Context: an optimization exercise on an open-source flow, tuned for small area, a short achievable clock period and few clock cycles per item. The choices shown serve that exercise and are no tape-out recipe. No activity file was given, so power comes from the tool's default toggle rates.

==> flow/design.v <==
package rac_pkg;
	localparam int COORD_W = 11;
	localparam int REG_W   = 12;
	localparam int EXT_W   = 11;
	localparam int COLOR_W = 8;
	localparam int SUM_W   = 30;
	localparam int CNT_W   = 23;
	localparam logic [1:0] REG_LEFT   = 2'd0;
	localparam logic [1:0] REG_TOP    = 2'd1;
	localparam logic [1:0] REG_WIDTH  = 2'd2;
	localparam logic [1:0] REG_HEIGHT = 2'd3;
endpackage
module rac_add #(
	parameter int W = 8
) (
	input  logic [W-1:0] a,
	input  logic [W-1:0] b,
	input  logic         cin,
	output logic [W-1:0] sum,
	output logic         cout
);
	localparam int L = $clog2(W);
	logic [W-1:0] p, g;
	logic [W-1:0] gg [L+1];
	logic [W-1:0] pp [L+1];
	always_comb begin
		p = a ^ b;
		g = a & b;
		gg[0] = g;
		pp[0] = p;
		gg[0][0] = g[0] | (p[0] & cin);
		for (int l = 0; l < L; l++) begin
			for (int i = 0; i < W; i++) begin
				if (((i >> l) & 1) == 1) begin
					gg[l+1][i] = gg[l][i] | (pp[l][i] & gg[l][((i >> l) << l) - 1]);
					pp[l+1][i] = pp[l][i] & pp[l][((i >> l) << l) - 1];
				end else begin
					gg[l+1][i] = gg[l][i];
					pp[l+1][i] = pp[l][i];
				end
			end
		end
		sum[0] = p[0] ^ cin;
		for (int i = 1; i < W; i++) begin
			sum[i] = p[i] ^ gg[L][i-1];
		end
		cout = gg[L][W-1];
	end
endmodule
module rac_inc #(
	parameter int W = 8
) (
	input  logic [W-1:0] a,
	input  logic         inc,
	output logic [W-1:0] sum
);
	localparam int L = $clog2(W);
	logic [W-1:0] pp [L+1];
	always_comb begin
		pp[0] = a;
		for (int l = 0; l < L; l++) begin
			for (int i = 0; i < W; i++) begin
				if (((i >> l) & 1) == 1) begin
					pp[l+1][i] = pp[l][i] & pp[l][((i >> l) << l) - 1];
				end else begin
					pp[l+1][i] = pp[l][i];
				end
			end
		end
		sum[0] = a[0] ^ inc;
		for (int i = 1; i < W; i++) begin
			sum[i] = a[i] ^ (inc & pp[L][i-1]);
		end
	end
endmodule
module rac_front (
	input  logic                        clk,
	input  logic                        arst_n,
	input  logic                        wr_lo,
	input  logic                        wr_ext,
	input  logic [rac_pkg::REG_W-1:0]   data,
	input  logic [rac_pkg::COORD_W-1:0] p,
	output logic                        hit
);
	logic [rac_pkg::COORD_W-1:0] lo_q;
	logic [rac_pkg::EXT_W-1:0]   ext_q;
	logic [rac_pkg::COORD_W:0]   hi_q;
	always_ff @(posedge clk or negedge arst_n) begin
		if (!arst_n) begin
			lo_q  <= '0;
			ext_q <= '0;
		end else begin
			if (wr_lo) begin
				lo_q <= data[rac_pkg::REG_W-1] ? '0 : data[rac_pkg::COORD_W-1:0];
			end
			if (wr_ext) begin
				ext_q <= data[rac_pkg::EXT_W-1:0];
			end
		end
	end
	always_ff @(posedge clk) begin
		hi_q <= {1'b0, lo_q} + {1'b0, ext_q};
	end
	assign hit = (p >= lo_q) && ({1'b0, p} <= hi_q);
endmodule
module rac_queue (
	input  logic                        clk,
	input  logic                        arst_n,
	input  logic                        take,
	input  logic                        hit,
	input  logic [rac_pkg::COLOR_W-1:0] pixel_red,
	input  logic [rac_pkg::COLOR_W-1:0] pixel_green,
	input  logic [rac_pkg::COLOR_W-1:0] pixel_blue,
	input  logic                        last_pixel,
	output logic                        s_valid,
	output logic                        s_hit,
	output logic [rac_pkg::COLOR_W-1:0] s_red,
	output logic [rac_pkg::COLOR_W-1:0] s_green,
	output logic [rac_pkg::COLOR_W-1:0] s_blue,
	output logic                        s_last
);
	always_ff @(posedge clk or negedge arst_n) begin
		if (!arst_n) begin
			s_valid <= 1'b0;
		end else begin
			s_valid <= take;
		end
	end
	always_ff @(posedge clk) begin
		s_hit   <= hit;
		s_red   <= pixel_red;
		s_green <= pixel_green;
		s_blue  <= pixel_blue;
		s_last  <= last_pixel;
	end
endmodule
module rac_accum (
	input  logic                        clk,
	input  logic                        clr,
	input  logic                        div,
	input  logic                        add,
	input  logic [rac_pkg::COLOR_W-1:0] color,
	input  logic [rac_pkg::CNT_W-1:0]   tally,
	output logic [rac_pkg::COLOR_W-1:0] mean
);
	localparam int SW = rac_pkg::SUM_W;
	localparam int CW = rac_pkg::CNT_W;
	localparam int LO = SW - CW;   
	localparam int MW = rac_pkg::COLOR_W;
	logic [SW:0] acc_q;
	logic        cy_q;
	logic [MW-1:0]    lo_sum;
	logic             lo_cy;
	logic [SW-MW-1:0] hi_sum;
	rac_add #(.W(MW)) u_lo (.a(acc_q[MW-1:0]), .b(color), .cin(1'b0), .sum(lo_sum), .cout(lo_cy));
	rac_inc #(.W(SW-MW)) u_hi (.a(acc_q[SW-1:MW]), .inc(cy_q), .sum(hi_sum));
	logic        neg;
	logic [CW:0] rem;
	assign neg = acc_q[SW];
	rac_add #(.W(CW+1)) u_div (
		.a    (acc_q[SW:LO]),
		.b    ({1'b0, tally} ^ {(CW+1){!neg}}),
		.cin  (!neg),
		.sum  (rem),
		.cout ()
	);
	always_ff @(posedge clk) begin
		if (clr) begin
			acc_q <= '0;
			cy_q  <= 1'b0;
		end else if (div) begin
			acc_q <= {rem[CW-1:0], acc_q[LO-1:0], !rem[CW]};
			cy_q  <= 1'b0;
		end else begin
			acc_q <= {1'b0, hi_sum, add ? lo_sum : acc_q[MW-1:0]};
			cy_q  <= add && lo_cy;
		end
	end
	assign mean = acc_q[MW-1:0];
endmodule
module rac_div (
	input  logic       clk,
	input  logic       arst_n,
	input  logic       pixel_valid,
	input  logic       last_pixel,
	input  logic       cfg_wr_en,
	input  logic       s_valid,
	input  logic       s_last,
	input  logic       counted,
	input  logic       mean_ready,
	output logic       pixel_ready,
	output logic       take,
	output logic       clr,
	output logic       div,
	output logic       mean_valid,
	output logic       region_empty
);
	logic       open_q, open_n;
	logic       end_q;
	logic [2:0] step_q;
	assign take = pixel_valid && pixel_ready;
	assign open_n = (open_q || clr || (mean_valid && mean_ready)) && !(take && last_pixel);
	always_ff @(posedge clk or negedge arst_n) begin
		if (!arst_n) begin
			pixel_ready <= 1'b0;
			open_q      <= 1'b0;
			clr         <= 1'b1;
			end_q       <= 1'b0;
			div         <= 1'b0;
			mean_valid  <= 1'b0;
		end else begin
			open_q      <= open_n;
			pixel_ready <= open_n && !cfg_wr_en;
			clr   <= mean_valid && mean_ready;
			end_q <= s_valid && s_last;
			if (end_q && !region_empty) begin
				div <= 1'b1;
			end else if (step_q == '0) begin
				div <= 1'b0;
			end
			if (mean_valid && mean_ready) begin
				mean_valid <= 1'b0;
			end else if ((div && step_q == '0) || (end_q && region_empty)) begin
				mean_valid <= 1'b1;
			end
		end
	end
	always_ff @(posedge clk) begin
		if (clr) begin
			region_empty <= 1'b1;
		end else if (counted) begin
			region_empty <= 1'b0;
		end
		if (div) begin
			step_q <= step_q - 1'b1;
		end else begin
			step_q <= '1;
		end
	end
endmodule
module region_average_color_core (
	input  logic       clk,
	input  logic       arst_n,
	input  logic       cfg_wr_en,
	input  logic [1:0] cfg_index,
	input  logic [11:0] cfg_data,
	input  logic        pixel_valid,
	output logic        pixel_ready,
	input  logic [10:0] pixel_x,
	input  logic [10:0] pixel_y,
	input  logic [7:0]  pixel_blue,
	input  logic [7:0]  pixel_green,
	input  logic [7:0]  pixel_red,
	input  logic        last_pixel,
	output logic        mean_valid,
	input  logic        mean_ready,
	output logic [7:0]  mean_red,
	output logic [7:0]  mean_green,
	output logic [7:0]  mean_blue,
	output logic [22:0] inside_count,
	output logic        region_empty
);
	localparam int CW = rac_pkg::CNT_W;
	logic in_x, in_y;
	rac_front u_fx (
		.clk    (clk),
		.arst_n (arst_n),
		.wr_lo  (cfg_wr_en && cfg_index == rac_pkg::REG_LEFT),
		.wr_ext (cfg_wr_en && cfg_index == rac_pkg::REG_WIDTH),
		.data   (cfg_data),
		.p      (pixel_x),
		.hit    (in_x)
	);
	rac_front u_fy (
		.clk    (clk),
		.arst_n (arst_n),
		.wr_lo  (cfg_wr_en && cfg_index == rac_pkg::REG_TOP),
		.wr_ext (cfg_wr_en && cfg_index == rac_pkg::REG_HEIGHT),
		.data   (cfg_data),
		.p      (pixel_y),
		.hit    (in_y)
	);
	logic        take, clr, div;
	logic        s_valid, s_hit, s_last;
	logic [7:0]  s_red, s_green, s_blue;
	rac_queue u_in (
		.clk         (clk),
		.arst_n      (arst_n),
		.take        (take),
		.hit         (in_x && in_y),
		.pixel_red   (pixel_red),
		.pixel_green (pixel_green),
		.pixel_blue  (pixel_blue),
		.last_pixel  (last_pixel),
		.s_valid     (s_valid),
		.s_hit       (s_hit),
		.s_red       (s_red),
		.s_green     (s_green),
		.s_blue      (s_blue),
		.s_last      (s_last)
	);
	logic [CW-1:0] tally_q;
	logic          counted;
	logic [CW-1:0] tally_next;
	assign counted = s_valid && s_hit && !tally_q[CW-1];
	rac_inc #(.W(CW)) u_tally (.a(tally_q), .inc(counted), .sum(tally_next));
	always_ff @(posedge clk) begin
		if (clr) begin
			tally_q <= '0;
		end else begin
			tally_q <= tally_next;
		end
	end
	rac_accum u_r (.clk(clk), .clr(clr), .div(div), .add(counted), .color(s_red),
		.tally(tally_q), .mean(mean_red));
	rac_accum u_g (.clk(clk), .clr(clr), .div(div), .add(counted), .color(s_green),
		.tally(tally_q), .mean(mean_green));
	rac_accum u_b (.clk(clk), .clr(clr), .div(div), .add(counted), .color(s_blue),
		.tally(tally_q), .mean(mean_blue));
	rac_div u_ctl (
		.clk          (clk),
		.arst_n       (arst_n),
		.pixel_valid  (pixel_valid),
		.last_pixel   (last_pixel),
		.cfg_wr_en    (cfg_wr_en),
		.s_valid      (s_valid),
		.s_last       (s_last),
		.counted      (counted),
		.mean_ready   (mean_ready),
		.pixel_ready  (pixel_ready),
		.take         (take),
		.clr          (clr),
		.div          (div),
		.mean_valid   (mean_valid),
		.region_empty (region_empty)
	);
	assign inside_count = tally_q;
endmodule
clock: 6.0 ns
lec_check: 0
cap_margin: 20
core_margin: 2
core_utilization: 60
cts_buf_list: sky130_fd_sc_hd__clkbuf_4 sky130_fd_sc_hd__clkbuf_8
setup_slack_margin: 3.0
slew_margin: 20
run.sh (not shown) runs the stock make flow with config.mk's settings and CLKGATE_MAP_FILE= SYNTH_SCRIPT=/design/flow/synth_recipe.tcl, a recipe that flattens the netlist after the stock synthesis.
The baseline completed without violations.
Then changed:
- CORE_UTILIZATION: 60 -> 40
- CTS_BUF_LIST: sky130_fd_sc_hd__clkbuf_4 sky130_fd_sc_hd__clkbuf_8 -> default
- SETUP_SLACK_MARGIN: 3.0 -> 3.5
Result: Clock power went up by roughly a tenth. Worst setup slack gains 0.27 ns. Sequential share of layout area fell by 2.4 points.
No functional check of the RTL was part of any run of this note.

---

Another version of the RTL of region_average_color_core (not shown whole).
Size: roughly 1400 cells after synthesis, ~230 flip-flops, roughly 120 I/O pins.
Settings: LEC_CHECK=0, CAP_MARGIN=20, CORE_MARGIN=2, CORE_UTILIZATION=40, SETUP_SLACK_MARGIN=3.3, SLEW_MARGIN=20; clock period 6.0 ns.
==> next run, changes <==
- SETUP_SLACK_MARGIN: 3.3 -> 3.0
Count of clock-buffer cells in the layout rises by 1. Fmax falls by about 9%. Setup slack gets worse by 0.26 ns. Utilization falls by 1.2 points. Sequential cell count does not change. Via count falls by 1.2%. Non-clock buffer count falls by 13. Power falls by about 3.4%. Die area stays the same.
No run of this note included a check of the RTL's function; only the layout flow was run.

[re-timing with driven ports]
In the flow no input, the clock included, has a driving cell. The finished layouts below were timed again as built, in two steps. Step 1 assumes that a clkbuf_16 drives the clock port and a buf_2 every other input. Step 2 moves the port delays by t, midway between the first and last clock arrival at a register: inputs arrive t later, outputs are due t later. That takes back most of the time a late clock gives input paths. Slacks: no drivers / after step 1 / after step 2; pairs: no drivers / after step 1.
run	t (ns)	setup slack, ns	pins driven straight from the clock port
the first run of note 1	0.577	3.013 / 3.022 / 2.461	1
the second run of note 1	0.593	3.281 / 3.281 / 3.013	1
the first run of note 2	0.579	3.328 / 3.277 / 2.821	1
the second run of note 2	0.578	3.066 / 3.075 / 2.513	1
After both steps every run listed still meets setup and hold. The setup slack of the second run of note 2, which loses most, moves by +0.009 ns with the drivers and by -0.553 ns with both steps.
